From an optimization exercise on the open Yosys and OpenROAD flow, aimed at small area, a short achievable clock period and few clock cycles per item; shortcuts taken in it are not production practice.
Where RTL was checked, it was by simulation tests only, not by an equivalence proof against the original.
Function not checked in runs 1 to 4: the RTL went through the layout flow alone.
No activity file was given, so power comes from the tool's default toggle rates.

`flow/constraint.sdc`:
```
create_clock -name core_clock -period 8.0 [get_ports {clk}]
set_input_delay 1.6000 -clock core_clock [delete_from_list [all_inputs] [get_ports {clk}]]
set_output_delay 1.6000 -clock core_clock [all_outputs]
set_load 0.01 [all_outputs]
```
`flow/standard.sh`:
```
#!/bin/bash
# synth_recipe.tcl (not shown) runs the flow's synth.tcl, then flattens the netlist and writes it again
# the make line also repeats each setting of config.mk as NAME=value (left out here)
make -C /OpenROAD-flow-scripts/flow DESIGN_CONFIG=/design/flow/config.mk WORK_HOME=/design/flow/orfs CLKGATE_MAP_FILE= SYNTH_SCRIPT=/design/flow/synth_recipe.tcl "${@:-finish}"
```
`flow/config.mk`:
```
export PLATFORM = sky130hd
export DESIGN_NAME = tile_convert_top
export DESIGN_NICKNAME = tile_convert_top
export VERILOG_FILES = /design/flow/design.v
export SDC_FILE = /design/flow/constraint.sdc
export NUM_CORES = 4
export LEC_CHECK = 0
export ABC_AREA = 1
export CAP_MARGIN = 20
export CORE_MARGIN = 2
export CORE_UTILIZATION = 40
export SLEW_MARGIN = 20
```
`flow/flow/run.sh`:
```
#!/bin/bash
# Standard layout, with the port buffers made from the smallest buffer cell.
set -euo pipefail
export BUFFER_PORTS_ARGS="-buffer_cell sky130_fd_sc_hd__buf_1"
bash standard.sh finish > standard.log 2>&1
```
`flow/design.v`:
```
`timescale 1ns/100ps
package conv_pkg;
    typedef logic signed [7:0] int8_t;
    typedef logic [16-1:0] bf16_t;
    typedef logic [7:0] smag_t;
    typedef logic [4*16-1:0] chunk_t;
endpackage
`timescale 1ns/100ps
module int8_to_smag
(
    input  conv_pkg::int8_t value,
    output conv_pkg::smag_t smag
);
    logic [6:0] mag;
    assign mag = value[7] ? ((value[6:0] == 7'd0) ? 7'h7F : (~value[6:0] + 7'd1))
                          : value[6:0];
    assign smag = {value[7], mag};
endmodule
module smag_to_bf16
(
    input  conv_pkg::smag_t smag,
    output conv_pkg::bf16_t result
);
    localparam logic [7:0] EXP_BIAS = 8'd127;
    logic [6:0] mag;
    logic [2:0] msb_pos;
    logic [7:0] aligned;
    assign mag = smag[6:0];
    always_comb begin
        msb_pos = 3'd0;
        for (int i = 0; i < 7; i++) begin
            if (mag[i])
                msb_pos = 3'(i);    
        end
    end
    assign aligned = {1'b0, mag} << (3'd7 - msb_pos);
    assign result = (mag == 7'd0) ? 16'h0000
                                  : {smag[7], EXP_BIAS + 8'(msb_pos), aligned[6:0]};
endmodule
`timescale 1ns/100ps
module line_assembler
(
    input  logic                  half_sel,
    input  logic [64-1:0] mem_data_in,
    output conv_pkg::smag_t [3:0] smag
);
    logic [64/2-1:0] half;
    assign half = half_sel ? mem_data_in[64-1:64/2]
                           : mem_data_in[64/2-1:0];
    for (genvar i = 0; i < 4; i++) begin : g_lane
        int8_to_smag u_smag (
            .value (half[i*8 +: 8]),
            .smag  (smag[i])
        );
    end
endmodule
`timescale 1ns/100ps
module tile_buffer
(
    input  logic                  clk,
    input  conv_pkg::smag_t [3:0] smag_in,
    output logic [64-1:0] res_data_out
);
    conv_pkg::smag_t [3:0] smag_q;
    always_ff @(posedge clk)
        smag_q <= smag_in;
    for (genvar i = 0; i < 4; i++) begin : g_lane
        smag_to_bf16 u_conv (
            .smag   (smag_q[i]),
            .result (res_data_out[i*16 +: 16])
        );
    end
endmodule
`timescale 1ns/100ps
module tile_word_counter
(
    input  logic       clk,
    input  logic       rd_active,
    output logic [5:0] rd_word,
    output logic [5:0] wr_word,
    output logic       rd_last
);
    logic [6:0] seq;
    logic       fb;
    assign fb = seq[5] ^ seq[4] ^ (seq[4:0] == 5'd0);
    always_ff @(posedge clk) begin
        if (!rd_active)
            seq <= '0;
        else
            seq <= {seq[5:0], fb};
    end
    assign rd_word = seq[5:0];
    assign wr_word = seq[6:1];
    assign rd_last = (seq[5:0] == 6'b100000);
endmodule
`timescale 1ns/100ps
module tile_ctrl_fsm
(
    input  logic     clk,
    input  logic     rst,
    input  logic     comp_enb,
    input  logic     rd_last,
    output logic     rd_active,
    output logic     wr_active,
    output logic     busy,
    output logic     done
);
    always_ff @(posedge clk) begin
        if (rst) begin
            rd_active <= 1'b0;
            wr_active <= 1'b0;
        end else begin
            if (rd_active)
                rd_active <= !rd_last;
            else
                rd_active <= comp_enb && !wr_active;    
            wr_active <= rd_active;
        end
    end
    assign busy = rd_active;
    assign done = wr_active && !rd_active;    
endmodule
`timescale 1ns/100ps
module tile_convert_top
(
    input  logic                   clk,
    input  logic                   rst,
    input  logic                   comp_enb,
    output logic                   busy,
    output logic                   done,
    output logic [16-1:0] mem_addr,
    output logic                   mem_read_enb,
    input  logic [64-1:0]  mem_data_in,
    output logic [16-1:0] res_addr,
    output logic [64-1:0]  res_data_out,
    output logic                   res_write_enb
);
    logic                  rd_active;
    logic                  wr_active;
    logic                  rd_last;
    logic [5:0]            rd_word;
    logic [5:0]            wr_word;
    conv_pkg::smag_t [3:0] smag;
    tile_ctrl_fsm u_fsm (
        .clk       (clk),
        .rst       (rst),
        .comp_enb  (comp_enb),
        .rd_last   (rd_last),
        .rd_active (rd_active),
        .wr_active (wr_active),
        .busy      (busy),
        .done      (done)
    );
    tile_word_counter u_counter (
        .clk       (clk),
        .rd_active (rd_active),
        .rd_word   (rd_word),
        .wr_word   (wr_word),
        .rd_last   (rd_last)
    );
    line_assembler u_assembler (
        .half_sel    (rd_word[0]),
        .mem_data_in (mem_data_in),
        .smag        (smag)
    );
    tile_buffer u_buffer (
        .clk          (clk),
        .smag_in      (smag),
        .res_data_out (res_data_out)
    );
    assign mem_addr      = {11'd0, rd_word[5:1]};
    assign res_addr      = {10'd0, wr_word};
    assign mem_read_enb  = rd_active;
    assign res_write_enb = wr_active;
endmodule
```
==> summary.md, run 1 <==
| Metric | Value |
|---|---|
| # port buffers | 141 |
| Global placement routability congestion | 0.898 |
| Setup TNS | 0 ps |
| GR Util met1 | 0.215 |
| Hold Violations, Final | 0 |
| Seq pwr share | 0.292 |
| Peak Freq | 275 MHz |
| DIE AREA | 0.00975 mm^2 |
| Setup CP Type | reg -> out |
| Hold Path Sink | u_counter.seq[5] |
| CP dominant cell by count | nand2_1 |
| Grt total ovfl | 0 |
| Post-DP HPWL | 7.04 mm |
| Core area | 0.00872 mm^2 |
| Post-CTS Resized | 0 |
| Buffer and inverter count on the worst path | 2 |
| Largest net degree at the start of global routing | 37 |
| Switching Power | 0.408 mW |
| Vias/cell | 4.71 |
| Initial antenna violation count | 0 |
| Maxcap violations | 0 |
| #FFs+latches synth | 41 |
| GRT busiest layer | met2 |
| Hold path cells | 2 |
| Min cycle time layout | 3630 ps |
| Post-CTS setup buffers | 0 |
| Area delta synth->final | 14.2% |
| I/O pin count | 167 |
| Worst slew pin tran | 827 ps |
| FF-to-FF End | u_buffer.smag_q[13] |
| Critical Path RT | 6400 ps |
| 1st-iter DRT viols | 129 |
| Clock Tree Buf Depth | 2 |
| Critical path, cell by cell | inv_1, nand2_1, nand2_1, nand2_1, nand2_1, nand2_1, ha_1, ha_1, nor2_1, buf_1 |
| VDD IR-drop max | 0.0785 mV |
| Synth Cell Area | 0.00359 mm^2 |
| Clock Skews | 8.19 ps |
| Post-Route WL | 8.54 mm |
| Post-route clock period utilization | 0.454 |
| Initial DRT Pass Iterations | 5 |
| Reg2reg setup slack | 5630 ps |
| Reg2reg path depth | 11 |
| First-pass GRT wire length | 14.3 mm |
| Final setup fails | 0 |
| TritonCTS buffer count | 5 |
| Worst Hold Class | reg -> reg |
| PD cells | 221 mW/mm^2 |
| Worst hold slack | 467 ps |
| CP Capture Type | primary output |
| Switch share | 0.449 |
| Die Height | 98.8 um |
| Nets | 795 |
| Slew Viols, Final | 0 |
| RSZ-0062 raised after global routing | no |
| Yosys warnings | 4 |
| Family with the most delay on the worst path | simple AND/OR/NAND/NOR gates |
| Clock power frac | 0.189 |
| Gr usage total | 0.173 |
| Status | timing/DRC/antenna clean |
| Post-route DRC | 0 |
| ANT nets after route | 0 |
| Share of cells above drive strength 1 | 0.0615 |
| Clock Pin Slew Worst Setup and Hold Paths | 80 ps |
| Netlist cell types | 30 |
| Startpoint Class | register |
| Die Wd | 98.8 um |
| Sequential area share after synthesis | 0.229 |
| Worst r2r src | u_counter.seq[0] |
| Initial core utilization | 0.412 |
| Arr. time, crit path | 2030 ps |
| CTS Hold Bufs | 0 |
| Met3 usage | 0.0284 |
| WL/cell | 10.4 um |
| Ant diodes | 0 |
| Worst hold path startpoint | u_counter.seq[4] |
| Max stage delay cell, worst path | dfxtp_1 |
| Later-pin clock latency in the skew report | 290 ps |
| Worst Setup SP | u_buffer.smag_q[26] |
| Crit path max fanout | 8 |
| Max H-tree Level | 2 |
| Clock sink count | 41 |
| Vias in the first global route | 3,423 |
| Syn Area/Cell | 6.06 um^2 |
| Pint | 0.500 mW |
| GR Util met2 | 0.311 |
| Pleak | 2.10 nW |
| Combinational share of power | 0.518 |
| Syn Inst Count | 593 |
| Clock root buffer | clkbuf_8 |
| FP Rows | 34 |
| DR vias | 3,884 |
| CP peak stage delay | 320 ps |
| Worst slew margin | 0.444 |
| CTS tree | done |
sequential cells by signal (all words and copies together) (netlist names):
signal / count
u_buffer.smag_q: 32
u_fsm.wr_active: 1
u_counter.seq: 7
u_fsm.rd_active: 1
metrics by stage:
stage	cells	total power, mW	setup slack, ps	area, um^2	utilization
global route	824	1.00	4140	4100	0.470
global placement	816	0.736	4750	3980	0.456
floorplan	617	0.625	4870	3680	-
finish	824	0.908	4370	4100	0.470
detailed placement	816	0.743	4690	3980	0.456
CTS	824	0.917	4360	4100	0.470
final cells by class:
cell class	instances	area, um^2
Multi-Input combinational cell	433	2140
Tap cell	108	135
Timing Repair Buffer	142	537
Sequential cell	41	821
Clock inverter	2	37.5
Inverter	92	345
Clock buffer	6	82.6
Fill cell	983	4620
layer usage:
layer	up-vias	share of wire
met5	-	0
met4	0	0.0078
met3	9	0.065
met2	152	0.48
met1	1649	0.44
li1	2074	-
Yosys cell counts:
library cell,n,area [um^2]
o21bai_1,2,15.0
nor4_1,3,18.8
or2_2,9,56.3
o21ai_0,22,110
or2_1,13,81.3
nor3_1,1,5.00
clkbuf_1,2,7.51
a21oi_1,37,185
o211ai_1,4,30.0
buf_2,4,20.0
nor4_2,1,12.5
inv_1,88,330
nand3b_1,4,30.0
or2_0,2,12.5
buf_6,2,22.5
nor2_1,56,210
ha_1,13,163
nand4_1,10,62.6
inv_2,4,15.0
dfxtp_1,41,821
nand2_1,141,529
conb_1,1,3.75
nand2_2,4,25.0
o21ai_1,7,35.0
o21ai_2,15,131
nand3_1,57,285
nor2_2,2,12.5
o21a_1,3,22.5
buf_4,43,323
a22oi_1,2,15.0
power groups by stage:
stage | sequential [mW] | clock, mW | combinational [mW]
after global placement | 0.269 | 0 | 0.467
after floorplan | 0.263 | 0 | 0.362
after CTS | 0.265 | 0.178 | 0.474
final | 0.265 | 0.172 | 0.471
after global routing | 0.270 | 0.188 | 0.543
after detailed placement | 0.270 | 0 | 0.473
placed cells by master, fill, tap and decap left out, types with 13 or more instances in the layout:
| cell | netlist | layout |
|---|---|---|
| o21ai_2 | 15 | 15 |
| buf_1 | 0 | 141 |
| nor2_1 | 56 | 56 |
| nand2_1 | 141 | 141 |
| or2_1 | 13 | 13 |
| dfxtp_1 | 41 | 41 |
| nand3_1 | 57 | 57 |
| inv_1 | 88 | 88 |
| o21ai_0 | 22 | 22 |
| conb_1 | 1 | 25 |
| ha_1 | 13 | 13 |
| a21oi_1 | 37 | 37 |
logic make-up after synthesis:
family          synth area share
other cells              0.00104
simple gates               0.374
buf+inv                    0.200
fa+ha+maj                 0.0453
flops                      0.229
compound gates             0.152
worst register-to-register path, delay by kind of cell, from the launching register on:
family | cells | cell delay (ps)
AO/OA/AOI/OAI | 1 | 280
adder cells (fa/ha/maj) | 1 | 160
AND/OR/NAND/NOR | 5 | 650
flip-flops | 1 | 300
buffers and inverters | 4 | 930
worst max path at each step:
stage / depth (start not counted) / end
after floorplan: 5 / res_data_out[28]
after global placement: 5 / res_data_out[27]
after detailed placement: 5 / res_data_out[27]
after CTS: 5 / res_data_out[27]
after global routing: 5 / res_data_out[27]
final: 10 / res_data_out[57]
==> run 2, diff against run 1 <==
--- a/flow/design.v
+++ b/flow/design.v
@@ -11,10 +11,7 @@
     input  conv_pkg::int8_t value,
     output conv_pkg::smag_t smag
 );
-    logic [6:0] mag;
-    assign mag = value[7] ? ((value[6:0] == 7'd0) ? 7'h7F : (~value[6:0] + 7'd1))
-                          : value[6:0];
-    assign smag = {value[7], mag};
+    assign smag = value;
 endmodule
 module smag_to_bf16
 (
@@ -25,7 +22,8 @@
     logic [6:0] mag;
     logic [2:0] msb_pos;
     logic [7:0] aligned;
-    assign mag = smag[6:0];
+    assign mag = smag[7] ? ((smag[6:0] == 7'd0) ? 7'h7F : (~smag[6:0] + 7'd1))
+                         : smag[6:0];
     always_comb begin
         msb_pos = 3'd0;
         for (int i = 0; i < 7; i++) begin
==> summary.md, run 2 <==
| Metric | Value |
|---|---|
| Post-route clock period utilization | 0.526 |
| DR vias | 3,874 |
| Worst hold slack | 468 ps |
| Yosys warnings | 4 |
| Later-pin clock latency in the skew report | 280 ps |
| Vias/cell | 4.62 |
| Post-route DRC | 0 |
| Synth Area in XOR/XNOR | 0.00682 |
| Most numerous cell in the Yosys netlist | nand2_1 |
| Post-Route WL | 8.40 mm |
| Grt total ovfl | 0 |
| Initial core utilization | 0.415 |
| Clock Skews | 5.43 ps |
| 1st-iter DRT viols | 97 |
| Gr usage total | 0.156 |
| I/O pin count | 167 |
| Pleak | 2.18 nW |
| DIE AREA | 0.0104 mm^2 |
| Worst slew pin tran | 820 ps |
| Worst Setup SP | u_buffer.smag_q[8] |
| Largest net degree at the start of global routing | 35 |
| VDD IR-drop max | 0.0841 mV |
| Largest regs | u_buffer.smag_q x32, u_counter.seq x7 |
| Min cycle time layout | 4210 ps |
| Synth Cell Area | 0.00385 mm^2 |
| Reg2reg path depth | 4 |
| Fillers | 992 |
| #FFs+latches synth | 41 |
| Sequential area share after synthesis | 0.213 |
| Most common cell after layout, fill and taps aside | buf_1 |
| Post-synth EDFFs | 0 |
| CP Capture Type | primary output |
| Post-synthesis mux area share | 0.0936 |
| Setup TNS | 0 ps |
| Largest family of logic cells by synthesized area | simple AND/OR/NAND/NOR gates |
| Most frequent cells in the layout | buf_1, nand2_1, inv_1 |
| CTS tree | done |
| Post-CTS setup buffers | 0 |
| WL/cell | 10.0 um |
| Initial DRT Pass Iterations | 4 |
| Arr. time, crit path | 2610 ps |
| Core area | 0.00928 mm^2 |
| Vias in the first global route | 3,241 |
| Largest register FFs | 32 |
| Global placement routability congestion | 0.927 |
| Nets | 789 |
| Synth Area in Compound Gates | 0.0572 |
| Adder-Cell Fraction of Synth Area | 0.0422 |
| Worst r2r src | u_counter.seq[0] |
| Crit path max fanout | 8 |
| Status | timing/DRC/antenna clean |
| # port buffers | 141 |
| Yosys top cell by area | dfxtp_1 |
| Top post-synthesis cells by area | dfxtp_1, nand2_1, mux2_2, nand3_1, buf_4 |
| Setup CP Type | reg -> out |
| Clock Tree Buf Depth | 2 |
| Post-DP HPWL | 6.90 mm |
| Maxcap violations | 0 |
| TritonCTS buffer count | 5 |
| Reg with most FFs | u_buffer.smag_q |
| ANT nets after route | 0 |
| Critical path, cell by cell | inv_1, ha_1, nand3_1, inv_1, nand3_1, nand2_1, nor2_1, nand3_1, nand2_1, inv_2, ha_1, ha_1, nor2_1, buf_1 |
| Ant diodes | 0 |
| Post-CTS Resized | 0 |
| Clock Pin Slew Worst Setup and Hold Paths | 80 ps |
| CP Capture Point | res_data_out[25] |
| PnR worst setup slack | 3790 ps |
| Asr flop ratio synth | 0 |
| Syn Area/Cell | 6.58 um^2 |
| Area delta synth->final | 13.5% |
| Final setup fails | 0 |
| Max stage delay cell, worst path | dfxtp_1 |
| PD cells | 223 mW/mm^2 |
| Syn Inst Count | 585 |
| Synth Area in Simple Gates | 0.409 |
| Reg2reg setup slack | 6490 ps |
| First-pass GRT wire length | 13.5 mm |
| CTS Hold Bufs | 0 |
| Netlist cell types | 38 |
| Pre-CTS worst setup slack | 4090 ps |
| FF-to-FF End | u_counter.seq[0] |
| Clock sink count | 41 |
| Synth cell count leaders | nand2_1, inv_1, nand3_1 |
| Peak Freq | 238 MHz |
| Yosys top cell area share | 0.213 |
| FP Rows | 35 |
| RSZ-0062 raised after global routing | no |
| Max H-tree Level | 2 |
| Share of cells above drive strength 1 | 0.144 |
| Initial antenna violation count | 0 |
| Critical Path RT | 6400 ps |
| Ys flop type | dfxtp_1 |
| Clock root buffer | clkbuf_8 |
| Startpoint Class | register |
| Worst slew margin | 0.454 |
| Die Wd | 102 um |
| Hold Violations, Final | 0 |
| Die Height | 102 um |
| Slew Viols, Final | 0 |
| Worst Hold Class | reg -> reg |
| CP peak stage delay | 340 ps |
run 2: critical path: cells and delay by family, from the launching register on:
family,cells,cell delay (ps)
buffers and inverters,4,390
DFF,1,340
and+or+nand+nor,7,890
adders and majority gates,3,720
run 2: area by class of cell:
cell class | instances | area (um^2) | area share
timing repair buffer | 141 | 529 | 0.121
clock inverter | 2 | 10.0 | 0.00229
sequential | 41 | 822 | 0.188
inverter | 89 | 337 | 0.0770
tap | 129 | 161 | 0.0369
multi-input combinational | 431 | 2440 | 0.558
clock buffer | 6 | 72.6 | 0.0166
run 2: worst min-delay path by stage:
stage                       endpoint  slack [ps]  cells past startpoint             start
global route        u_counter.seq[5]         490                      2  u_counter.seq[4]
global placement    u_counter.seq[5]         450                      2  u_counter.seq[4]
detailed placement  u_counter.seq[4]         460                      2  u_counter.seq[3]
finish              u_counter.seq[5]         470                      2  u_counter.seq[4]
CTS                 u_counter.seq[5]         470                      2  u_counter.seq[4]
floorplan           u_counter.seq[3]         480                      2  u_counter.seq[2]
run 2: kinds of logic after synthesis:
| kind of cell | Yosys count |
|---|---|
| compound gates | 36 |
| xor+xnor | 3 |
| fa+ha+maj | 13 |
| buf+inv | 137 |
| flops | 41 |
| mux | 32 |
| other cells | 1 |
| simple gates | 322 |
run 2: power breakdown:
| part | switching, mW | total (mW) | internal, mW | leakage, nW |
|---|---|---|---|---|
| combinational | 0.371 | 0.583 | 0.212 | 1.80 |
| sequential | 0.0341 | 0.263 | 0.229 | 0.344 |
| clock | 0.0692 | 0.130 | 0.0605 | 0.0450 |
| total | 0.475 | 0.976 | 0.501 | 2.18 |
run 2: through the flow:
stage / cell area (um^2) / std cells / total power [mW] / utilization
floorplan: 3940 / 609 / 0.721 / -
global placement: 4290 / 831 / 0.847 / 0.462
detailed placement: 4290 / 831 / 0.851 / 0.462
CTS: 4370 / 839 / 0.988 / 0.471
global route: 4370 / 839 / 1.08 / 0.471
finish: 4370 / 839 / 0.976 / 0.471
run 2: metal layers:
metal  wire [um]  vias to the layer above  track usage
li1            -                     2043            -
met1        3840                     1689        0.202
met2        3930                      136        0.274
met3         581                        6       0.0280
met4          51                        0       0.0297
met5           0                        -            0
==> run 3, diff against run 2 <==
--- a/flow/design.v
+++ b/flow/design.v
@@ -11,7 +11,10 @@
     input  conv_pkg::int8_t value,
     output conv_pkg::smag_t smag
 );
-    assign smag = value;
+    logic [6:0] mag;
+    assign mag = value[7] ? ((value[6:0] == 7'd0) ? 7'h7F : (~value[6:0] + 7'd1))
+                          : value[6:0];
+    assign smag = {value[7], mag};
 endmodule
 module smag_to_bf16
 (
@@ -22,8 +25,7 @@
     logic [6:0] mag;
     logic [2:0] msb_pos;
     logic [7:0] aligned;
-    assign mag = smag[7] ? ((smag[6:0] == 7'd0) ? 7'h7F : (~smag[6:0] + 7'd1))
-                         : smag[6:0];
+    assign mag = smag[6:0];
     always_comb begin
         msb_pos = 3'd0;
         for (int i = 0; i < 7; i++) begin
==> flow/flow/run.sh (replaced) <==
#!/bin/bash
# Standard layout with two changes:
#  - after the standard synthesis, its combinational logic is mapped again
#    by ABC with an area-oriented script (resyn.tcl, abc.script); registers,
#    their cells and names are kept as the standard synthesis made them;
#  - the port buffers are made from the smallest buffer cell.
# Each tool's output goes to a log of its own in this folder.
set -euo pipefail
here=$(pwd)
res=$here/orfs/results/$FLOW_PLATFORM/tile_convert_top/base
lib=$FLOW_HOME/platforms/$FLOW_PLATFORM/lib/sky130_fd_sc_hd__tt_025C_1v80.lib

bash standard.sh synth > synth.log 2>&1

cp $res/1_2_yosys.v $here/standard_synth.v
du=$(grep -oE 'cell \("?sky130_fd_sc_hd__(lpflow_\w+|probe\w*)' $lib | sed 's/cell ("\?//' | sort -u | sed 's/^/-dont_use /' | tr '\n' ' ')
LIB=$lib TOP=$FLOW_TOP IN=$here/standard_synth.v OUT=$res/1_2_yosys.v \
  ABC_SCRIPT=$here/flow/abc.script ABC_DU="$du" \
  yosys -c flow/resyn.tcl > resyn.log 2>&1
rm -f $res/1_synth.odb

export BUFFER_PORTS_ARGS="-buffer_cell sky130_fd_sc_hd__buf_1"
bash standard.sh finish > standard.log 2>&1
==> flow/flow/abc.script (new file) <==
strash
dch -f
map -a
==> flow/flow/resyn.tcl (new file) <==
# Re-map the combinational logic of the standard synthesis netlist.
# Registers are kept as they are (same cells, same instance names).
set lib $::env(LIB)
yosys read_liberty -overwrite -ignore_miss_func -setattr liberty_cell $lib
yosys read_verilog -overwrite $::env(IN)
yosys hierarchy -top $::env(TOP)
# flip-flops stay as cells
foreach m [list sky130_fd_sc_hd__dfxtp_1 sky130_fd_sc_hd__dfxtp_2 sky130_fd_sc_hd__dfxtp_4 sky130_fd_sc_hd__dfrtp_1 sky130_fd_sc_hd__edfxtp_1 sky130_fd_sc_hd__dfstp_2] {
  catch { yosys blackbox $m }
}
yosys flatten
yosys opt_clean -purge
yosys stat -liberty $lib
yosys techmap
yosys opt -fast
yosys abc -script $::env(ABC_SCRIPT) -liberty $lib {*}$::env(ABC_DU)
yosys opt_clean -purge
yosys hilomap -singleton -hicell sky130_fd_sc_hd__conb_1 HI -locell sky130_fd_sc_hd__conb_1 LO
yosys splitnets
yosys opt_clean -purge
yosys stat -liberty $lib
yosys write_verilog -noattr -nohex -nodec $::env(OUT)
--- a/flow/config.mk
+++ b/flow/config.mk
@@ -5,7 +5,6 @@
 export SDC_FILE = /design/flow/constraint.sdc
 export NUM_CORES = 4
 export LEC_CHECK = 0
-export ABC_AREA = 1
 export CAP_MARGIN = 20
 export CORE_MARGIN = 2
 export CORE_UTILIZATION = 40
==> summary.md, run 3 <==
| Metric | Value |
|---|---|
| Gr usage total | 0.203 |
| FP Rows | 31 |
| Worst Hold Class | reg -> reg |
| CP peak stage delay | 410 ps |
| WL met2 | 4.13 mm |
| Nets | 719 |
| Synth Cell Area | 0.00295 mm^2 |
| Max layer used | met4 |
| Min cycle time layout | 3700 ps |
| WL/cell | 11.1 um |
| PD cells | 220 mW/mm^2 |
| 1st-iter DRT viols | 172 |
| Hold Violations, Final | 0 |
| Buffer and inverter count on the worst path | 4 |
| Setup CP Type | reg -> out |
| Clock Skews | 9.81 ps |
| Multi-input logic area | 0.00192 mm^2 |
| VDD IR-drop max | 0.0902 mV |
| Largest register FFs | 32 |
| Slew Viols, Final | 0 |
| CTS tree | done |
| Post-route clock period utilization | 0.462 |
| Met1 Routed Length | 3.59 mm |
| Most frequent cells in the layout | buf_1, nor2_1, clkinv_1 |
| Max stage delay cell, worst path | dfxtp_1 |
| Share of cells above drive strength 1 | 0.0306 |
| Largest regs | u_buffer.smag_q x32, u_counter.seq x7 |
| Peak Freq | 270 MHz |
| DIE AREA | 0.00808 mm^2 |
| Status | timing/DRC/antenna clean |
| Worst slew pin tran | 848 ps |
| DR vias | 3,727 |
| Initial core utilization | 0.409 |
| Syn Area/Cell | 6.11 um^2 |
| Syn Inst Count | 483 |
| Total power | 0.836 mW |
| Later-pin clock latency in the skew report | 300 ps |
| Family with the most delay on the worst path | compound AO/OA/AOI/OAI gates |
| Startpoint Class | register |
| First-pass GRT wire length | 14.1 mm |
| Met3 wire len | 462 um |
| Global placement routability congestion | 0.977 |
| Max H-tree Level | 2 |
| Post-Route WL | 8.35 mm |
| RSZ-0062 raised after global routing | no |
| Post-route DRC | 0 |
| Initial DRT Pass Iterations | 4 |
| CTS Hold Bufs | 0 |
| I/O pin count | 167 |
| Yosys warnings | 4 |
| Grt total ovfl | 0 |
| Pleak | 1.42 nW |
| Arr. time, crit path | 2100 ps |
| Area delta synth->final | 28.9% |
| Worst slew margin | 0.429 |
| TritonCTS buffer count | 5 |
| Die Wd | 89.9 um |
| Maxcap violations | 0 |
| Final setup fails | 0 |
| Clock Pin Slew Worst Setup and Hold Paths | 90 ps |
| Clock Tree Buf Depth | 2 |
| Reg with most FFs | u_buffer.smag_q |
| Clock sink count | 41 |
| ANT nets after route | 0 |
| Most common cell after layout, fill and taps aside | buf_1 |
| Post-CTS setup buffers | 0 |
| CP dominant cell by count | clkinv_1 |
| Fillers | 790 |
| Reg area | 822 um^2 |
| Critical path, cell by cell | clkinv_1, nor2_1, clkinv_1, a31oi_1, clkinv_1, a311oi_1, nand3_1, o21ai_0, buf_1 |
| Die Height | 89.9 um |
| Crit path max fanout | 5 |
| Largest net degree at the start of global routing | 57 |
| Vias/cell | 4.96 |
| Critical Path RT | 6400 ps |
| # port buffers | 141 |
| Ant diodes | 0 |
| Initial antenna violation count | 0 |
| Setup TNS | 0 ps |
| Clock root buffer | clkbuf_8 |
| Post-CTS Resized | 0 |
| Worst hold slack | 453 ps |
| Vias in the first global route | 3,245 |
| Post-DP HPWL | 6.90 mm |
| CP Capture Type | primary output |
| Core area | 0.00721 mm^2 |
==> run 3: cell count changes in the layout (fill, tap and decap cells not counted), sizes merged, moves of 8 or more <==
cell    previous run  this run
nand2            151        55
inv               89         0
clkinv             2        78
nand3             77        14
nor2              73       108
o21ai             18        52
mux2              32         0
a21oi             15        43
ha                13         0
mux2i              0         8
nand4              9         1
==> run 3: worst paths after layout <==
kind,from,end,slack [ps],cells past startpoint
hold / removal,u_counter.seq[1],u_counter.seq[2],450,2
setup / recovery,u_buffer.smag_q[20],res_data_out[38],4300,9
setup reg to reg,u_counter.seq[0],u_buffer.smag_q[20],5100,8
hold reg to reg,u_counter.seq[1],u_counter.seq[2],450,2
==> run 3: worst min-delay path, stage by stage, from the launching register on <==
cell      delay, ps
dfxtp_1         340
clkinv_1         50
nor2_1           30
==> run 3: power breakdown <==
group | internal [mW] | switching, mW
registers | 0.238 | 0.0431
clock network | 0.0933 | 0.0728
logic | 0.140 | 0.250
total | 0.471 | 0.365
==> run 3: cell type report <==
| class | instances | share of cell area |
|---|---|---|
| clock buffers | 5 | 0.0181 |
| clock inverters | 3 | 0.0122 |
| inverters | 77 | 0.0760 |
| multi-input cells | 385 | 0.504 |
| flip-flops and latches | 41 | 0.216 |
| well taps | 99 | 0.0326 |
| repair buffers | 142 | 0.141 |
==> run 3: per-stage QoR <==
step / instances / utilization / worst slack [ps] / cell area (um^2)
after floorplan: 507 / - / 4650 / 3040
after global placement: 744 / 0.511 / 4680 / 3690
after CTS: 752 / 0.527 / 4290 / 3800
final: 752 / 0.527 / 4300 / 3800
after global routing: 752 / 0.527 / 3900 / 3800
after detailed placement: 744 / 0.511 / 4630 / 3690
==> run 3: routing by layer <==
metal  track usage  vias up
met5             0        -
met4        0.0603        0
met3        0.0293       23
met2         0.373      139
met1         0.244     1614
li1              -     1951
==> run 4, diff against run 3 <==
==> flow/flow/abc.script (replaced) <==
strash
dch -f
amap
==> summary.md, run 4 <==
| Metric | Value |
|---|---|
| Most frequent cells in the layout | buf_1, nor2_1, clkinv_1 |
| First-pass GRT wire length | 12.9 mm |
| Reg2reg path depth | 8 |
| Post-CTS setup buffers | 0 |
| VDD IR-drop max | 0.0790 mV |
| Reg with most FFs | u_buffer.smag_q |
| Clock Skews | 8.91 ps |
| Initial core utilization | 0.411 |
| Later-pin clock latency in the skew report | 300 ps |
| Critical Path RT | 6400 ps |
| FF-to-FF End | u_buffer.smag_q[28] |
| TritonCTS buffer count | 5 |
| Die Wd | 87.3 um |
| Hold Path Sink | u_counter.seq[5] |
| Largest regs | u_buffer.smag_q x32, u_counter.seq x7 |
| Vias in the first global route | 3,035 |
| Peak Freq | 249 MHz |
| Largest register FFs | 32 |
| WL/cell | 12.1 um |
| Crit path max fanout | 9 |
| Most common cell after layout, fill and taps aside | buf_1 |
| 1st-iter DRT viols | 146 |
| Slew Viols, Final | 0 |
| Vias/cell | 5.42 |
| Worst r2r src | u_counter.seq[0] |
| Worst slew pin tran | 614 ps |
| Min cycle time layout | 4020 ps |
| CTS tree | done |
| Setup TNS | 0 ps |
| Pleak | 1.27 nW |
| Hold Violations, Final | 0 |
| Yosys warnings | 4 |
| Die Height | 87.3 um |
| Status | timing/DRC/antenna clean |
| Clock sink count | 41 |
| Arr. time, crit path | 2420 ps |
| CP Capture Type | primary output |
| FP Rows | 30 |
| I/O pin count | 167 |
| DR vias | 3,663 |
| Post-route DRC | 0 |
| Worst hold slack | 482 ps |
| Post-CTS Resized | 0 |
| Setup CP Type | reg -> out |
| Gr usage total | 0.204 |
| Final setup fails | 0 |
| Maxcap violations | 0 |
| DIE AREA | 0.00762 mm^2 |
| Share of cells above drive strength 1 | 0.0168 |
| Post-route clock period utilization | 0.502 |
| Ant diodes | 0 |
| Syn Area/Cell | 6.53 um^2 |
| Worst hold path startpoint | u_counter.seq[4] |
| Initial antenna violation count | 0 |
| Startpoint Class | register |
| CTS Hold Bufs | 0 |
| Global placement routability congestion | 0.947 |
| PD cells | 223 mW/mm^2 |
| RSZ-0062 raised after global routing | no |
| Clock Tree Buf Depth | 2 |
| Nets | 662 |
| # port buffers | 141 |
| Area delta synth->final | 30.1% |
| Clock Pin Slew Worst Setup and Hold Paths | 80 ps |
| Core area | 0.00676 mm^2 |
| Clock root buffer | clkbuf_8 |
| Grt total ovfl | 0 |
| Post-Route WL | 8.19 mm |
| Hold path cells | 2 |
| Syn Inst Count | 425 |
| Max H-tree Level | 2 |
| Initial DRT Pass Iterations | 5 |
| ANT nets after route | 0 |
| Post-DP HPWL | 6.54 mm |
| Synth Cell Area | 0.00278 mm^2 |
| Largest net degree at the start of global routing | 41 |
| Worst slew margin | 0.588 |
| Reg2reg setup slack | 5340 ps |
| Worst Hold Class | reg -> reg |
==> run 4: per-stage QoR <==
stage                     cells  setup WS (ps)  power [mW]  area [um^2]   util
after detailed placement    668           4350       0.640         3500  0.517
after floorplan             449           4400       0.527         2870      -
final                       676           3980       0.804         3610  0.534
after global placement      668           4380       0.638         3500  0.517
after CTS                   676           4020       0.806         3610  0.534
after global routing        676           3700       0.867         3610  0.534
==> run 4: power by group <==
part           internal, mW  switching (mW)  leakage (nW)
Sequential            0.235          0.0411         0.343
Clock                0.0933          0.0713        0.0543
Combinational         0.133           0.230         0.872
==> run 4: how the worst max path moves through the flow <==
stage | startpoint | end
after CTS | u_buffer.smag_q[30] | res_data_out[53]
after global placement | u_buffer.smag_q[30] | res_data_out[53]
after floorplan | u_buffer.smag_q[30] | res_data_out[53]
final | u_buffer.smag_q[30] | res_data_out[53]
after detailed placement | u_buffer.smag_q[30] | res_data_out[53]
after global routing | u_buffer.smag_q[30] | res_data_out[53]
==> run 4: critical path, stage by stage, from the launching register on <==
cell and delay [ps]:
dfxtp_1 480, nor2_1 140, a311oi_1 560, clkinv_1 190, o22ai_1 240, nor2_1 60, a2111oi_0 270, buf_1 190
==> run 4: cell type report <==
type	count	area [um^2]
Timing Repair Buffer	143	544
Inverter	54	203
Fill cell	681	3150
Clock inverter	3	46.3
Clock buffer	5	68.8
Tap cell	80	100
Multi-Input combinational cell	350	1830
Sequential cell	41	821
==> run 4: layer usage <==
metal / wire (um) / part of all wire / vias to the layer above / global-route usage
met5: 0 / 0 / - / 0
met4: 175 / 0.021 / 0 / 0.0825
met3: 667 / 0.081 / 18 / 0.0427
met2: 3970 / 0.48 / 169 / 0.357
met1: 3380 / 0.41 / 1615 / 0.240
li1: - / - / 1861 / -
==> run 5, diff against run 4 <==
--- a/flow/design.v
+++ b/flow/design.v
@@ -2,40 +2,62 @@
 package conv_pkg;
     typedef logic signed [7:0] int8_t;
     typedef logic [16-1:0] bf16_t;
-    typedef logic [7:0] smag_t;
+    typedef logic [9:0] smag_t;
     typedef logic [4*16-1:0] chunk_t;
+    function automatic smag_t step1(input logic [7:0] v);
+        logic [6:0] m;
+        m = v[7] ? ((v[6:0] == 7'd0) ? 7'h7F : (~v[6:0] + 7'd1)) : v[6:0];
+        step1 = {2'b00, v[7], m};
+    endfunction
+    function automatic smag_t step2(input smag_t t);
+        logic z4;
+        z4 = (t[6:3] == 4'd0);
+        step2 = {1'b0, z4, t[7], z4 ? {t[2:0], 4'd0} : t[6:0]};
+    endfunction
+    function automatic smag_t step3(input smag_t t);
+        logic z2;
+        z2 = (t[6:5] == 2'd0);
+        step3 = {z2, t[8], t[7], z2 ? {t[4:0], 2'd0} : t[6:0]};
+    endfunction
+    function automatic smag_t step4(input smag_t t);
+        logic z1;
+        z1 = !t[6];
+        step4 = {t[9], t[8], t[7], z1, z1 ? {t[4:0], 1'b0} : t[5:0]};
+    endfunction
+    function automatic bf16_t finish(input smag_t t);
+        logic z4, z2, z1, s;
+        logic [7:0] e;
+        z2 = t[9]; z4 = t[8]; s = t[7]; z1 = t[6];
+        e[7]   = !(z4 && z2);
+        e[6:3] = {4{z4 && z2 && !z1}};
+        e[2]   = !(z4 ^ z2) && !(z4 && z2 && z1);
+        e[1]   = z2 && !(z4 && z1);
+        e[0]   = !z1;
+        finish = {s, e, t[5:0], 1'b0};
+    endfunction
+    function automatic smag_t steps(input smag_t t, input int from, input int to);
+        smag_t r;
+        r = t;
+        if (from < 2 && to >= 2) r = step2(r);
+        if (from < 3 && to >= 3) r = step3(r);
+        if (from < 4 && to >= 4) r = step4(r);
+        steps = r;
+    endfunction
 endpackage
 `timescale 1ns/100ps
-module int8_to_smag
+module int8_to_smag #(parameter int CUT = 2)
 (
     input  conv_pkg::int8_t value,
     output conv_pkg::smag_t smag
 );
-    logic [6:0] mag;
-    assign mag = value[7] ? ((value[6:0] == 7'd0) ? 7'h7F : (~value[6:0] + 7'd1))
-                          : value[6:0];
-    assign smag = {value[7], mag};
+    assign smag = conv_pkg::steps(conv_pkg::step1(value), 1, CUT);
 endmodule
-module smag_to_bf16
+module smag_to_bf16 #(parameter int CUT = 2)
 (
     input  conv_pkg::smag_t smag,
     output conv_pkg::bf16_t result
 );
-    localparam logic [7:0] EXP_BIAS = 8'd127;
-    logic [6:0] mag;
-    logic [2:0] msb_pos;
-    logic [7:0] aligned;
-    assign mag = smag[6:0];
-    always_comb begin
-        msb_pos = 3'd0;
-        for (int i = 0; i < 7; i++) begin
-            if (mag[i])
-                msb_pos = 3'(i);    
-        end
-    end
-    assign aligned = {1'b0, mag} << (3'd7 - msb_pos);
-    assign result = (mag == 7'd0) ? 16'h0000
-                                  : {smag[7], EXP_BIAS + 8'(msb_pos), aligned[6:0]};
+    assign result = conv_pkg::finish(conv_pkg::steps(smag, CUT, 4));
 endmodule
 `timescale 1ns/100ps
 module line_assembler
==> summary.md, run 5 <==
| Metric | Value |
|---|---|
| Status | timing/DRC/antenna clean |
| Most frequent cells in the layout | buf_1, nor2_1, clkinv_1 |
| Setup TNS | 0 ps |
| VDD IR-drop max | 0.102 mV |
| CTS tree | done |
| Core area | 0.00687 mm^2 |
| Worst slew pin tran | 870 ps |
| CTS Hold Bufs | 0 |
| Peak Freq | 287 MHz |
| Initial DRT Pass Iterations | 4 |
| Crit path max fanout | 10 |
| WL/cell | 11.8 um |
| Pint | 0.478 mW |
| Most common cell after layout, fill and taps aside | buf_1 |
| Critical Path RT | 6400 ps |
| Initial core utilization | 0.416 |
| Area delta synth->final | 30.0% |
| Setup CP Type | reg -> out |
| Min cycle time layout | 3480 ps |
| CP Capture Type | primary output |
| Largest regs | u_buffer.smag_q x36, u_counter.seq x7 |
| Slew Viols, Final | 0 |
| Final setup fails | 0 |
| Clock Skews | 5.84 ps |
| Global placement routability congestion | 0.897 |
| Pleak | 1.29 nW |
| Vias in the first global route | 2,967 |
| PD cells | 217 mW/mm^2 |
| Syn Inst Count | 429 |
| Later-pin clock latency in the skew report | 290 ps |
| 1st-iter DRT viols | 167 |
| Largest net degree at the start of global routing | 38 |
| Seq pwr share | 0.370 |
| RSZ-0062 raised after global routing | no |
| Pre-CTS worst setup slack | 4260 ps |
| Syn Area/Cell | 6.66 um^2 |
| Synth Cell Area | 0.00286 mm^2 |
| Yosys warnings | 5 |
| Clock Tree Buf Depth | 2 |
| First-pass GRT wire length | 12.7 mm |
| Die Wd | 88.5 um |
| Ant diodes | 0 |
| Post-CTS Resized | 0 |
| Maxcap violations | 0 |
| DIE AREA | 0.00784 mm^2 |
| Clock root buffer | clkbuf_8 |
| Post-route clock period utilization | 0.435 |
| Die Height | 88.5 um |
| TritonCTS buffer count | 5 |
| Share of cells above drive strength 1 | 0.0149 |
| Switch share | 0.409 |
| Vias/cell | 5.19 |
| Post-Route WL | 8.27 mm |
| Grt total ovfl | 0 |
| Reg with most FFs | u_buffer.smag_q |
| # port buffers | 141 |
| Max H-tree Level | 2 |
| Startpoint Class | register |
| Worst Hold Class | reg -> reg |
| Nets | 670 |
| Clock power frac | 0.199 |
| DR vias | 3,626 |
| Arr. time, crit path | 1880 ps |
| Hold Violations, Final | 0 |
| Post-CTS setup buffers | 0 |
| I/O pin count | 167 |
| Gr usage total | 0.199 |
| Clock Pin Slew Worst Setup and Hold Paths | 80 ps |
| Core Util, Final | 0.541 |
| Switching Power | 0.330 mW |
| PnR worst setup slack | 4520 ps |
| FP Rows | 30 |
| Initial antenna violation count | 0 |
| Combinational share of power | 0.431 |
| Post-DP HPWL | 6.79 mm |
| Clock sink count | 45 |
| Post-route DRC | 0 |
| ANT nets after route | 0 |
| Worst slew margin | 0.420 |
| Largest register FFs | 36 |
run 5: per-stage QoR:
step                std cells  power, mW  cell area [um^2]  hold slack (ps)
detailed placement        692      0.650              3610              472
global route              699      0.870              3720              510
finish                    699      0.808              3720              484
floorplan                 453      0.539              2950              537
CTS                       699      0.811              3720              485
global placement          692      0.648              3610              470
run 5: worst max-delay path, cell delays in order (launching register included):
cell and delay (ps):
dfxtp_1 530, nor2_1 110, nor2_1 160, clkinv_1 100, a221oi_1 290, a21oi_1 60
o22ai_1 170, buf_1 180
run 5: path summary, 6_finish.rpt:
check                           start             endpoint  slack (ps)  depth (start not counted)
setup reg to reg     u_counter.seq[0]  u_buffer.smag_q[11]        4900                          9
setup / recovery  u_buffer.smag_q[25]     res_data_out[36]        4520                          7
hold reg to reg      u_counter.seq[5]     u_counter.seq[6]         480                          2
hold / removal       u_counter.seq[5]     u_counter.seq[6]         480                          2
run 5: layer usage:
metal	track usage	wire length, um	up-vias
li1	-	-	1882
met1	0.256	3780	1599
met2	0.329	3820	127
met3	0.0354	474	18
met4	0.0799	194	0
met5	0	0	-
run 5: power groups by stage:
stage,sequential [mW],combinational (mW),clock [mW]
6_report,0.299,0.349,0.161
4_1_cts,0.298,0.348,0.165
3_3_place_gp,0.303,0.345,0
2_1_floorplan,0.300,0.240,0
3_5_place_dp,0.304,0.346,0
5_1_grt,0.305,0.392,0.173
run 5: layout make-up:
cell class / count / area, um^2
Clock buffer: 5 / 68.8
Clock inverter: 2 / 35.0
Fill cell: 738 / 3150
Inverter: 64 / 240
Multi-Input combinational cell: 344 / 1810
Sequential cell: 45 / 901
Tap cell: 96 / 120
Timing Repair Buffer: 143 / 544
Testbench counts of run 5, summed over its fixed seeds: cycles 4,224, tiles 64.
==> run 6, diff against run 5 <==
==> flow/flow/abc.script (replaced) <==
strash
dch -f
map -a
==> summary.md, run 6 <==
| Metric | Value |
|---|---|
| Nets | 733 |
| Pint | 0.454 mW |
| Clock Pin Slew Worst Setup and Hold Paths | 80 ps |
| Syn Inst Count | 493 |
| Reg2reg setup slack | 4570 ps |
| Slew Viols, Final | 0 |
| Global placement routability congestion | 0.918 |
| Post-Route WL | 8.58 mm |
| Clock root buffer | clkbuf_8 |
| Area delta synth->final | 27.9% |
| Initial core utilization | 0.414 |
| Post-CTS setup buffers | 0 |
| I/O pin count | 167 |
| Setup CP Type | reg -> reg |
| DIE AREA | 0.00826 mm^2 |
| TritonCTS buffer count | 5 |
| Synth Cell Area | 0.00302 mm^2 |
| Die Height | 90.9 um |
| Min cycle time layout | 3430 ps |
| RSZ-0062 raised after global routing | no |
| Worst slew pin tran | 938 ps |
| 1st-iter DRT viols | 90 |
| Most frequent cells in the layout | buf_1, nor2_1, clkinv_1 |
| Seq pwr share | 0.383 |
| Clock sink count | 45 |
| Status | timing/DRC/antenna clean |
| Vias in the first global route | 3,232 |
| Reg2reg path depth | 9 |
| Worst Hold Class | reg -> reg |
| CP Capture Point | u_buffer.smag_q[20] |
| Post-placement cell area | 0.00377 mm^2 |
| Switch share | 0.425 |
| Placed cell count | 758 |
| Max H-tree Level | 2 |
| Most common cell after layout, fill and taps aside | buf_1 |
| Worst slew margin | 0.368 |
| PD cells | 205 mW/mm^2 |
| Yosys warnings | 5 |
| Clock Tree Buf Depth | 2 |
| Combinational share of power | 0.442 |
| Post-route DRC | 0 |
| Maxcap violations | 0 |
| Post-CTS Resized | 0 |
| Worst r2r src | u_counter.seq[0] |
| Crit path max fanout | 32 |
| Final setup fails | 0 |
| Clock Skews | 2.33 ps |
| Initial DRT Pass Iterations | 4 |
| Post-DP HPWL | 7.01 mm |
| Ant diodes | 0 |
| Reg with most FFs | u_buffer.smag_q |
| PnR worst setup slack | 4570 ps |
| FP Rows | 31 |
| # port buffers | 141 |
| Largest net degree at the start of global routing | 37 |
| Multi-input logic area | 0.00190 mm^2 |
| Largest regs | u_buffer.smag_q x36, u_counter.seq x7 |
| Cell area after layout | 0.00386 mm^2 |
| Post-Layout Cell Count | 765 |
| Fillers | 795 |
| Syn Area/Cell | 6.12 um^2 |
| ANT nets after route | 0 |
| Gr usage total | 0.197 |
| Die Wd | 90.9 um |
| CTS Hold Bufs | 0 |
| Pleak | 1.47 nW |
| Hold Violations, Final | 0 |
| Largest register FFs | 36 |
| CP Capture Type | register |
| DR vias | 3,769 |
| Later-pin clock latency in the skew report | 290 ps |
| Post-route clock period utilization | 0.429 |
| Critical Path RT | 8160 ps |
| WL/cell | 11.2 um |
| First-pass GRT wire length | 13.8 mm |
| Startpoint Class | register |
| Arr. time, crit path | 3590 ps |
| Core Util, Final | 0.529 |
| Switching Power | 0.335 mW |
| CTS tree | done |
| Pre-CTS worst setup slack | 4280 ps |
| VDD IR-drop max | 0.0958 mV |
| Vias/cell | 4.93 |
| Clock power frac | 0.175 |
| Share of cells above drive strength 1 | 0.0330 |
| Grt total ovfl | 0 |
| FF-to-FF End | u_buffer.smag_q[20] |
| Initial antenna violation count | 0 |
| Worst Setup SP | u_counter.seq[0] |
| Setup TNS | 0 ps |
| Reg area | 901 um^2 |
| Peak Freq | 291 MHz |
| Core area | 0.00729 mm^2 |
[run 6: layout make-up]
class | instances | share of cell area
Multi-Input combinational cell | 389 | 0.491
Sequential cell | 45 | 0.233
Timing Repair Buffer | 142 | 0.139
Inverter | 83 | 0.0807
Tap cell | 99 | 0.0321
Clock buffer | 6 | 0.0214
Clock inverter | 1 | 0.00195
[run 6: critical path: stages (launching register included)]
cell,delay [ps]
dfxtp_1,330
clkinv_1,720
o21ai_0,860
clkinv_1,350
nand2_1,200
clkinv_1,90
nor3_1,280
nand2_1,120
nor2_1,220
o21ai_0,130
[run 6: metal layers]
layer	GRT usage	part of all wire	routed length, um
met1	0.228	0.43	3680
met5	0	0	0
met3	0.0267	0.060	514
met2	0.367	0.49	4220
met4	0.0694	0.019	165
[run 6: worst min-delay path by stage]
stage | from | end | cells after the start
4_1_cts | u_counter.seq[1] | u_counter.seq[2] | 2
3_3_place_gp | u_counter.seq[1] | u_counter.seq[2] | 2
2_1_floorplan | u_counter.seq[1] | u_counter.seq[2] | 2
5_1_grt | u_counter.seq[3] | u_counter.seq[4] | 2
3_5_place_dp | u_counter.seq[1] | u_counter.seq[2] | 2
6_report | u_counter.seq[2] | u_counter.seq[3] | 2
[run 6: through the flow]
step	hold slack [ps]	total power [mW]
after floorplan	503	0.543
after global placement	439	0.653
after detailed placement	449	0.654
after CTS	460	0.793
after global routing	477	0.853
final	459	0.789
[run 6: power groups by stage]
| stage | Combinational, mW | Sequential [mW] | Clock [mW] |
|---|---|---|---|
| 6_report | 0.349 | 0.302 | 0.138 |
| 5_1_grt | 0.395 | 0.306 | 0.152 |
| 4_1_cts | 0.349 | 0.301 | 0.143 |
| 3_5_place_dp | 0.348 | 0.306 | 0 |
| 3_3_place_gp | 0.346 | 0.306 | 0 |
| 2_1_floorplan | 0.240 | 0.302 | 0 |
==> run 7, diff against run 6 <==
==> flow/flow/run.sh (replaced) <==
#!/bin/bash
# Standard layout with three changes:
#  - synthesis maps the logic with ABC's area script replaced by abc.script,
#    and without the adder extraction (ADDER_MAP_FILE empty); everything else,
#    register names included, is the standard synthesis; the run stops with
#    an error if its registers differ from the standard synthesis's;
#  - the port buffers are made from the smallest buffer cell.
# Each tool's output goes to a log of its own in this folder.
set -euo pipefail
here=$(pwd)
res=$here/orfs/results/$FLOW_PLATFORM/tile_convert_top/base

# The standard synthesis, kept for its registers
bash standard.sh synth > synth_standard.log 2>&1
cp $res/1_2_yosys.v $here/standard_synth.v
rm -rf $here/orfs

# ORFS's scripts with the area ABC script replaced
cp -r $FLOW_HOME/scripts $here/scripts
cp $here/flow/abc.script $here/scripts/abc_area.script
bash standard.sh synth SCRIPTS_DIR=$here/scripts ABC_AREA=1 ADDER_MAP_FILE= > synth.log 2>&1
python3 $here/flow/sameregs.py $here/standard_synth.v $res/1_2_yosys.v > sameregs.log 2>&1

export BUFFER_PORTS_ARGS="-buffer_cell sky130_fd_sc_hd__buf_1"
bash standard.sh finish > standard.log 2>&1
==> flow/flow/abc.script (replaced) <==
strash
dch -f
amap
==> flow/flow/sameregs.py (new file) <==
# sameregs.py A.v B.v: exit 0 when both netlists hold the same flip-flops
# (instance names and cell types), else 1.
import re, sys
def regs(path):
    text = open(path).read()
    return sorted(re.findall(r'^\s*(sky130_fd_sc_hd__(?:df|edf|sdf|dl)\w*)\s+(\\\S+|\w+)\s*\(', text, re.M), key=lambda t: t[1])
a, b = regs(sys.argv[1]), regs(sys.argv[2])
print(f"{len(a)} registers in {sys.argv[1]}, {len(b)} in {sys.argv[2]}")
if a != b:
    for x in sorted(set(a) ^ set(b))[:20]:
        print("differs:", x)
    sys.exit(1)
print("same registers")
removed: flow/flow/resyn.tcl
==> summary.md, run 7 <==
| Metric | Value |
|---|---|
| Syn Area/Cell | 7.49 um^2 |
| Clock sink count | 45 |
| Maxcap violations | 0 |
| Nets | 557 |
| Most numerous cell in the Yosys netlist | nor2_1 |
| Die Wd | 86.7 um |
| Ant diodes | 0 |
| ANT nets after route | 0 |
| Most frequent cells in the layout | buf_1, nor2_1, dfxtp_1 |
| Slew Viols, Final | 0 |
| Largest register FFs | 36 |
| Family with the most delay on the worst path | buffers and inverters |
| First-pass GRT wire length | 10.4 mm |
| Clock Tree Buf Depth | 2 |
| Yosys top cell by area | dfxtp_1 |
| Total power | 0.797 mW |
| Status | timing/DRC/antenna clean |
| FP Rows | 30 |
| Pleak | 1.17 nW |
| PD cells | 248 mW/mm^2 |
| RSZ-0062 raised after global routing | no |
| CP Capture Type | register |
| Max stage delay cell, worst path | clkinv_1 |
| Die Height | 86.7 um |
| Worst Setup SP | u_counter.seq[0] |
| Area delta synth->final | 17.7% |
| Setup TNS | 0 ps |
| VDD IR-drop max | 0.0957 mV |
| Worst r2r src | u_counter.seq[0] |
| Global placement routability congestion | 0.827 |
| Asr flop ratio synth | 0 |
| #FFs+latches synth | 45 |
| Vias in the first global route | 2,424 |
| Yosys top cell area share | 0.330 |
| Gr usage total | 0.168 |
| Clock root buffer | clkbuf_8 |
| Peak Freq | 253 MHz |
| Core area | 0.00672 mm^2 |
| Sequential area share after synthesis | 0.330 |
| Later-pin clock latency in the skew report | 300 ps |
| Post-placement cell area | 0.00310 mm^2 |
| Post-CTS Resized | 0 |
| Post-route clock period utilization | 0.493 |
| Post-Route WL | 6.46 mm |
| Fillers | 717 |
| Initial core utilization | 0.407 |
| Clock Pin Slew Worst Setup and Hold Paths | 90 ps |
| Netlist cell types | 28 |
| Post-DP HPWL | 5.24 mm |
| Share of cells above drive strength 1 | 0.0183 |
| Worst hold slack | 507 ps |
| Setup CP Type | reg -> reg |
| 1st-iter DRT viols | 90 |
| Top post-synthesis cells by area | dfxtp_1, buf_4, o22a_1, nor2_1, o22ai_1 |
| Min cycle time layout | 3940 ps |
| Largest net degree at the start of global routing | 35 |
| Worst hold path startpoint | u_counter.seq[3] |
| # port buffers | 141 |
| Largest regs | u_buffer.smag_q x36, u_counter.seq x7 |
| Grt total ovfl | 0 |
| Max H-tree Level | 2 |
| I/O pin count | 167 |
| Worst slew pin tran | 885 ps |
| Worst slew margin | 0.406 |
| Vias/cell | 5.05 |
| Ys flop type | dfxtp_1 |
| Syn Inst Count | 365 |
| Cell area after layout | 0.00322 mm^2 |
| CP dominant cell by count | clkinv_1 |
| Crit path max fanout | 34 |
| Critical Path RT | 8240 ps |
| Initial DRT Pass Iterations | 4 |
| Most common cell after layout, fill and taps aside | buf_1 |
| CTS Hold Bufs | 0 |
| Buffer and inverter count on the worst path | 3 |
| Post-synth EDFFs | 0 |
| CTS tree | done |
| Yosys warnings | 5 |
| Synth cell count leaders | nor2_1, buf_4, dfxtp_1 |
| DIE AREA | 0.00751 mm^2 |
| DR vias | 2,881 |
| Post-CTS setup buffers | 0 |
| Initial antenna violation count | 0 |
| Post-route DRC | 0 |
| Synth Cell Area | 0.00273 mm^2 |
| Reg with most FFs | u_buffer.smag_q |
| Critical path, cell by cell | clkinv_1, o22ai_1, and2_0, and3_1, and3_1, nand2_1, nor2_1, clkinv_1, o211ai_1, nor2_1, nand3_1, clkinv_1, a21oi_1 |
| Final setup fails | 0 |
| Hold Violations, Final | 0 |
| Startpoint Class | register |
| Arr. time, crit path | 4180 ps |
| Clock Skews | 12.9 ps |
| TritonCTS buffer count | 5 |
| WL/cell | 11.3 um |
| Worst Hold Class | reg -> reg |
| CP peak stage delay | 900 ps |
[run 7: worst paths after layout]
check        cells past startpoint                   to  slack [ps]
max reg2reg                     13  u_buffer.smag_q[30]        4060
max                             13  u_buffer.smag_q[30]        4060
min reg2reg                      1     u_counter.seq[4]         510
min                              1     u_counter.seq[4]         510
[run 7: cell type report]
cell class | count | area, um^2 | area share
clock inverter | 3 | 46.3 | 0.0144
inverter | 34 | 128 | 0.0397
multi-input combinational | 263 | 1440 | 0.448
sequential | 45 | 902 | 0.281
tap | 80 | 100 | 0.0311
clock buffer | 5 | 68.8 | 0.0214
timing repair buffer | 141 | 529 | 0.165
[run 7: worst register-to-register path, delay by kind of cell (launching register included)]
family / cells / cell delay (ps)
DFF: 1 / 740
AOI/OAI and AO/OA: 3 / 810
buffers and inverters: 3 / 1170
and+or+nand+nor: 7 / 1170
[run 7: metrics by stage]
stage / std cells / setup WS (ps) / utilization
after floorplan: 389 / 4510 / -
after global placement: 563 / 3760 / 0.461
after detailed placement: 563 / 3570 / 0.461
after CTS: 571 / 3530 / 0.478
after global routing: 571 / 3460 / 0.479
final: 571 / 4060 / 0.479
[run 7: layer usage]
metal / wire [um] / up-vias / track usage
met5: 0 / - / 0
li1: - / 1504 / -
met2: 3160 / 103 / 0.298
met4: 100 / 0 / 0.0526
met1: 2850 / 1266 / 0.205
met3: 352 / 8 / 0.0305
[run 7: power breakdown]
group	switching, mW	internal [mW]	leakage, nW
combinational	0.209	0.132	0.744
clock	0.0770	0.0934	0.0543
sequential	0.0232	0.262	0.376
total	0.309	0.488	1.17
[run 7: logic make-up after synthesis]
| family | Yosys count | share of synthesized area |
|---|---|---|
| other | 1 | 0.00137 |
| flip-flops | 45 | 0.330 |
| AND/OR/NAND/NOR | 107 | 0.167 |
| AO/OA/AOI/OAI | 131 | 0.326 |
| buffers and inverters | 81 | 0.176 |
==> run 8, diff against run 7 <==
--- a/flow/config.mk
+++ b/flow/config.mk
@@ -8,4 +8,5 @@
 export CAP_MARGIN = 20
 export CORE_MARGIN = 2
 export CORE_UTILIZATION = 40
+export SETUP_SLACK_MARGIN = 5
 export SLEW_MARGIN = 20
==> summary.md, run 8 <==
| Metric | Value |
|---|---|
| Status | timing/DRC/antenna clean |
| Peak Freq | 322 MHz |
| Pleak | 1.70 nW |
| Critical path, cell by cell | nor2_4, a21oi_4, buf_6, o32a_1, buf_2 |
| Setup CP Type | reg -> out |
| Maxcap violations | 0 |
| 1st-iter DRT viols | 62 |
| VDD IR-drop max | 0.0918 mV |
| CTS Hold Bufs | 0 |
| #FFs+latches synth | 45 |
| Post-DP HPWL | 5.21 mm |
| Worst r2r src | u_counter.seq[0] |
| Worst hold path startpoint | u_counter.seq[5] |
| Initial antenna violation count | 0 |
| I/O pin count | 167 |
| Critical Path RT | 6400 ps |
| First-pass GRT wire length | 10.8 mm |
| Initial DRT Pass Iterations | 4 |
| Yosys top cell area share | 0.330 |
| Total power | 0.948 mW |
| Post-route clock period utilization | 0.388 |
| Synth Area in XOR/XNOR | 0 |
| Core area | 0.00672 mm^2 |
| Most numerous cell in the Yosys netlist | nor2_1 |
| Largest register FFs | 36 |
| Synth Area in Compound Gates | 0.326 |
| Top post-synthesis cells by area | dfxtp_1, buf_4, o22a_1, nor2_1, o22ai_1 |
| Clock Tree Buf Depth | 2 |
| Buffer and inverter count on the worst path | 2 |
| Startpoint Class | register |
| # port buffers | 141 |
| Clock Pin Slew Worst Setup and Hold Paths | 90 ps |
| Gr usage total | 0.178 |
| Later-pin clock latency in the skew report | 300 ps |
| Family with the most delay on the worst path | compound AO/OA/AOI/OAI gates |
| WL/cell | 13.2 um |
| Share of cells above drive strength 1 | 0.353 |
| Yosys warnings | 5 |
| Adder-Cell Fraction of Synth Area | 0 |
| Clock sink count | 45 |
| FP Rows | 30 |
| Post-synthesis mux area share | 0 |
| Nets | 598 |
| Ys flop type | dfxtp_1 |
| Post-Route WL | 8.10 mm |
| PD cells | 224 mW/mm^2 |
| Sequential area share after synthesis | 0.330 |
| Reg with most FFs | u_buffer.smag_q |
| Fillers | 592 |
| Crit path max fanout | 7 |
| Ant diodes | 0 |
| DIE AREA | 0.00751 mm^2 |
| Vias in the first global route | 2,496 |
| Clock Skews | 9.61 ps |
| Arr. time, crit path | 1500 ps |
| Setup TNS | 0 ps |
| Final setup fails | 0 |
| Synth Area in Simple Gates | 0.167 |
| Max stage delay cell, worst path | dfxtp_4 |
| Synth Cell Area | 0.00273 mm^2 |
| Post-route DRC | 0 |
| CP peak stage delay | 360 ps |
| Max H-tree Level | 2 |
| Worst slew pin tran | 572 ps |
| Worst Setup SP | u_buffer.smag_q[26] |
| Clock root buffer | clkbuf_8 |
| Slew Viols, Final | 0 |
| Most frequent cells in the layout | buf_1, nor2_1, dfxtp_1 |
| Asr flop ratio synth | 0 |
| CTS tree | done |
| Cell area after layout | 0.00423 mm^2 |
| TritonCTS buffer count | 5 |
| Largest regs | u_buffer.smag_q x36, u_counter.seq x7 |
| Synth cell count leaders | nor2_1, buf_4, dfxtp_1 |
| Vias/cell | 5.23 |
| Largest net degree at the start of global routing | 35 |
| Global placement routability congestion | 0.844 |
| Netlist cell types | 28 |
| Die Height | 86.7 um |
| CP Capture Type | primary output |
| Hold Violations, Final | 0 |
| RSZ-0062 raised after global routing | yes |
| Post-synth EDFFs | 0 |
| Syn Inst Count | 365 |
| Min cycle time layout | 3100 ps |
| Die Wd | 86.7 um |
| Core Util, Final | 0.629 |
| DR vias | 3,199 |
| Yosys top cell by area | dfxtp_1 |
| PnR worst setup slack | 4900 ps |
| Initial core utilization | 0.407 |
| Largest family of logic cells by synthesized area | compound AO/OA/AOI/OAI gates |
| ANT nets after route | 0 |
| Syn Area/Cell | 7.49 um^2 |
| Worst Hold Class | reg -> reg |
| Worst slew margin | 0.616 |
| Most common cell after layout, fill and taps aside | buf_1 |
| Area delta synth->final | 54.6% |
| Post-placement cell area | 0.00325 mm^2 |
| Grt total ovfl | 0 |
| Pre-CTS worst setup slack | 4510 ps |
-- run 8: repair_timing --
action	4_1_cts	5_1_grt
gates resized for setup	57	139
buffers inserted	24	16
pin swaps	13	34
cloned	1	0
endpoints found under the setup margin	84	71
-- run 8: cell families (layout without fill, tap and decap cells) --
logic type | count (synthesis) | after routing
compound gates | 131 | 131
other cells | 1 | 25
simple gates | 107 | 107
buf+inv | 81 | 224
flops | 45 | 45
-- run 8: stage by stage --
step / instances / hold WS, ps
final: 612 / 489
after global routing: 612 / 514
after CTS: 596 / 494
after detailed placement: 563 / 480
after global placement: 563 / 474
after floorplan: 389 / 504
-- run 8: final cells by class --
type                            instances  area [um^2]  share of cell area
Inverter                               34          156              0.0370
Clock inverter                          3         25.0             0.00592
Clock buffer                            5         68.8              0.0163
Timing Repair Buffer                  182          992               0.235
Sequential cell                        45          925               0.219
Tap cell                               80          100              0.0237
Multi-Input combinational cell        263         1960               0.463
-- run 8: tightest hold or removal path, cell delays in order (launching register included) --
cell and delay, ps:
dfxtp_1 330, clkinv_1 80, nor2_1 40
-- run 8: routing by layer --
metal / GRT usage / vias to the layer above / share of wire
li1: - / 1596 / -
met1: 0.201 / 1472 / 0.40
met2: 0.334 / 121 / 0.54
met3: 0.0362 / 10 / 0.047
met4: 0.0554 / 0 / 0.011
met5: 0 / - / 0
-- run 8: final timing paths --
| check | depth (start not counted) | slack (ps) | endpoint |
|---|---|---|---|
| worst min register to register | 2 | 490 | u_counter.seq[6] |
| worst max register to register | 12 | 5120 | u_buffer.smag_q[0] |
| worst min-delay path | 2 | 490 | u_counter.seq[6] |
| worst max-delay path | 5 | 4900 | res_data_out[38] |
-- run 8: report_power, final --
| group | switching [mW] | internal, mW |
|---|---|---|
| sequential | 0.0368 | 0.265 |
| combinational | 0.275 | 0.227 |
| clock | 0.0806 | 0.0637 |

-- what the ideal ports hide --
The flow's constraints put no driver on any port. The routed layouts listed below were extracted and timed again, unchanged, in two steps.
Step 1 assumes that a clkbuf_16 drives the clock port and a buf_2 every other input.
Step 2 adds t to the input delays and takes it off the output delays; t is the mean of the earliest and latest rising clock arrival at the registers after step 1. Input paths then give back, and output paths get back, about the clock's delay inside the block.
Three values: ideal ports, drivers, drivers and shift; two values: the first two.
run | shift t [ns] | setup WS [ns] | latest minus earliest clock arrival (ns) | worst register clock-pin slew, ns | cell pins on the clock port's net
run 1 | 0.315 | 4.368 / 4.339 / 4.654 | 0.009 / 0.008 | 0.08 / 0.08 | 1
run 2 | 0.314 | 3.790 / 3.759 / 4.073 | 0.008 / 0.009 | 0.08 / 0.08 | 1
run 3 | 0.320 | 4.300 / 4.271 / 4.591 | 0.010 / 0.010 | 0.09 / 0.09 | 1
run 4 | 0.321 | 3.983 / 3.955 / 4.275 | 0.009 / 0.009 | 0.08 / 0.08 | 1
run 5 | 0.314 | 4.516 / 4.486 / 4.232 | 0.009 / 0.009 | 0.08 / 0.08 | 1
run 6 | 0.312 | 4.566 / 4.566 / 4.266 | 0.003 / 0.003 | 0.08 / 0.08 | 1
run 7 | 0.324 | 4.055 / 4.055 / 4.055 | 0.014 / 0.014 | 0.09 / 0.09 | 1
run 8 | 0.321 | 4.899 / 4.870 / 4.686 | 0.010 / 0.010 | 0.09 / 0.09 | 1
After both steps every run listed still meets setup and hold. The setup slack of run 6, which loses most, moves by 0.000 ns with the drivers and by -0.300 ns with both steps.
